Source: an optimization exercise on an open RTL-to-GDS flow (aim: small area and a short achievable clock period). Production flows keep margins and buffers that such runs may drop. Only simulation tests tie the RTL to the original design; equivalence was not proved.

## 09-09
// alu_dpath
module alu_dpath (
  input  logic                 clk,
  input  logic                 rst_n,
  input  logic                 alu_req,
  input  logic                 alu_add,
  input  logic                 alu_sub,
  input  logic                 alu_xor,
  input  logic                 alu_sll,
  input  logic                 alu_srl,
  input  logic                 alu_sra,
  input  logic                 alu_or,
  input  logic                 alu_and,
  input  logic                 alu_slt,
  input  logic                 alu_sltu,
  input  logic                 alu_lui,
  input  logic                 alu_dot,
  input  logic [32-1:0] alu_op1,
  input  logic [32-1:0] alu_op2,
  input  logic [32-1:0] dot_a0,
  input  logic [32-1:0] dot_a1,
  input  logic [32-1:0] dot_a2,
  input  logic [32-1:0] dot_a3,
  input  logic [32-1:0] dot_a4,
  input  logic [32-1:0] dot_a5,
  input  logic [32-1:0] dot_a6,
  ...
Size in the first run: about 7100 cells after synthesis, roughly 64 flip-flops, ~640 I/O pins.
export LEC_CHECK = 0
export ABC_AREA = 1
export CAP_MARGIN = 25
export CORE_MARGIN = 2
export CORE_UTILIZATION = 50
export PLACE_DENSITY = 0.8
export SETUP_SLACK_MARGIN = 4
export SLEW_MARGIN = 25
export SYNTH_HIERARCHICAL = 1
export BUFFER_PORTS_ARGS = -buffer_cell sky130_fd_sc_hd__buf_1
export SKIP_GATE_CLONING = 1
create_clock -name core_clock -period 20.0 [get_ports {clk}]
standard.sh (not shown) runs the stock make flow with config.mk's settings and CLKGATE_MAP_FILE= SYNTH_SCRIPT=/design/flow/synth_recipe.tcl, a recipe that flattens the netlist after the stock synthesis.
==> flow/flow/run.sh <==
#!/bin/bash
set -e
cp standard.sh standard_sh_copy.log
cp config.mk config_mk_orig.log
echo 'export BUFFER_PORTS_ARGS = -buffer_cell sky130_fd_sc_hd__buf_1' >> config.mk
echo 'export SKIP_GATE_CLONING = 1' >> config.mk
bash standard.sh > standard.log 2>&1
## Diff of input files: 07-27 against 09-09
Settings: PLACE_DENSITY changed from 0.8 to 0.7; SKIP_GATE_CLONING removed (was 1).
==> flow/flow/run.sh <==
#!/bin/bash
set -e
cp standard.sh standard_sh_copy.log
cp config.mk config_mk_orig.log
echo 'export BUFFER_PORTS_ARGS = -buffer_cell sky130_fd_sc_hd__buf_1' >> config.mk
bash standard.sh > standard.log 2>&1
### Flow results
Changes observed in 07-27 relative to 09-09: post-detailed-routing wire length went down about 3.4%; non-clock buffer count went down 4.


Starting RTL as in the previous note.
Settings: LEC_CHECK=0, ABC_AREA=1, CAP_MARGIN=25, CORE_MARGIN=2, CORE_UTILIZATION=50, PLACE_DENSITY=0.7, SETUP_SLACK_MARGIN=4, SLEW_MARGIN=25, SYNTH_HIERARCHICAL=1, BUFFER_PORTS_ARGS=-buffer_cell sky130_fd_sc_hd__buf_1, SKIP_GATE_CLONING=1; clock period 20.0 ns.
==> flow/flow/run.sh <==
#!/bin/bash
set -e
cp standard.sh standard_sh_copy.log
cp config.mk config_mk_orig.log
echo 'export BUFFER_PORTS_ARGS = -buffer_cell sky130_fd_sc_hd__buf_1' >> config.mk
echo 'export SKIP_GATE_CLONING = 1' >> config.mk
bash standard.sh > standard.log 2>&1
The starting point ran to the end with no violations.
Edit:
==> flow/flow/run.sh (replaced) <==
#!/bin/bash
set -e
cp standard.sh standard_sh_copy.log
cp config.mk config_mk_orig.log
echo 'export BUFFER_PORTS_ARGS = -buffer_cell sky130_fd_sc_hd__buf_1' >> config.mk
bash standard.sh > standard.log 2>&1
--- a/flow/config.mk
+++ b/flow/config.mk
@@ -9,9 +9,8 @@
 export CAP_MARGIN = 25
 export CORE_MARGIN = 2
-export CORE_UTILIZATION = 50
-export PLACE_DENSITY = 0.7
+export CORE_UTILIZATION = 45
+export PLACE_DENSITY = 0.65
 export SETUP_SLACK_MARGIN = 4
 export SLEW_MARGIN = 25
 export SYNTH_HIERARCHICAL = 1
 export BUFFER_PORTS_ARGS = -buffer_cell sky130_fd_sc_hd__buf_1
-export SKIP_GATE_CLONING = 1
=>
- register-to-register slack stays flat
- worst hold slack stays flat
- wire length climbs by 2.7%
- flip-flop and latch count does not change
Edit:
==> flow/flow/run.sh (replaced) <==
#!/bin/bash
set -e
cp standard.sh standard_sh_copy.log
cp config.mk config_mk_orig.log
echo 'export BUFFER_PORTS_ARGS = -buffer_cell sky130_fd_sc_hd__buf_1' >> config.mk
echo 'export SKIP_GATE_CLONING = 1' >> config.mk
bash standard.sh > standard.log 2>&1
--- a/flow/config.mk
+++ b/flow/config.mk
@@ -9,8 +9,9 @@
 export CAP_MARGIN = 25
 export CORE_MARGIN = 2
-export CORE_UTILIZATION = 45
-export PLACE_DENSITY = 0.65
+export CORE_UTILIZATION = 55
+export PLACE_DENSITY = 0.72
 export SETUP_SLACK_MARGIN = 4
 export SLEW_MARGIN = 25
 export SYNTH_HIERARCHICAL = 1
 export BUFFER_PORTS_ARGS = -buffer_cell sky130_fd_sc_hd__buf_1
+export SKIP_GATE_CLONING = 1
Effect: The new run completed without violations; core utilization is higher by 11 points; maximum frequency went up slightly; critical path depth goes up by 1.


rev 12:
Starting RTL as in the previous note.
export LEC_CHECK = 0
export ABC_AREA = 1
export CAP_MARGIN = 25
export CORE_MARGIN = 2
export CORE_UTILIZATION = 45
export PLACE_DENSITY = 0.65
export SETUP_SLACK_MARGIN = 3
export SLEW_MARGIN = 25
export SYNTH_HIERARCHICAL = 1
export BUFFER_PORTS_ARGS = -buffer_cell sky130_fd_sc_hd__buf_1
export SKIP_GATE_CLONING = 1
create_clock -name core_clock -period 20.0 [get_ports {clk}]
==> flow/flow/run.sh <==
#!/bin/bash
set -e
cp standard.sh standard_sh_copy.log
cp config.mk config_mk_orig.log
echo 'export BUFFER_PORTS_ARGS = -buffer_cell sky130_fd_sc_hd__buf_1' >> config.mk
echo 'export SKIP_GATE_CLONING = 1' >> config.mk
bash standard.sh > standard.log 2>&1
#### Input delta (rev 13 over rev 12)
- changing SETUP_SLACK_MARGIN from 3 to 4
Going from rev 12 to rev 13, instance count on the critical path decreased by 1 relative to the old numbers; sequential fraction of total cell area closely matched the old numbers; wire length increased by about 1.9% relative to the old numbers; number of buffer and inverter stages on the critical path increased by 1 relative to the old numbers.
Against rev 12, rev 13 reports a post-route clock period utilization that is lower.
Compared with rev 12, in rev 13 final cell count went up 0.45%, via count went up 599, overall global routing resource usage went up 0.18 points.
Lower clock period minus worst slack goes to rev 13 over rev 12.
| area added between synthesis and finish | lower: rev 12 |

==> port drivers added, routing unchanged <==
In the flow no input, the clock included, has a driving cell. The finished layouts below were timed again as built, in two steps. Step 1 assumes that a clkbuf_16 drives the clock port and a buf_2 every other input. Step 2 adds t to the input delays and takes it off the output delays; t is the mean of the earliest and latest rising clock arrival at the registers after step 1. Input paths then give back, and output paths get back, about the clock's delay inside the block. a / b / c = no drivers / after step 1 / after step 2; a / b = the first two.
run	t (ns)	setup slack, ns	worst setup path at the end	clock arrival spread, ns
09-09	0.359	4.022 / 3.996 / 3.996	input to output	0.013 / 0.013
07-27	0.351	4.002 / 3.978 / 3.978	input to output	0.010 / 0.009
the first run of note 2	0.352	4.069 / 4.045 / 4.045	input to output	0.012 / 0.012
the second run of note 2	0.355	4.010 / 3.989 / 3.989	input to output	0.011 / 0.011
the third run of note 2	0.366	4.067 / 4.045 / 4.045	input to output	0.013 / 0.013
rev 12	0.355	3.109 / 3.085 / 3.085	input to output	0.011 / 0.011
rev 13	0.355	3.828 / 3.808 / 3.808	input to output	0.011 / 0.010
After both steps every run listed still meets setup and hold. For 09-09, which loses most, drivers alone change the setup slack by -0.026 ns; drivers and shift together by -0.026 ns.
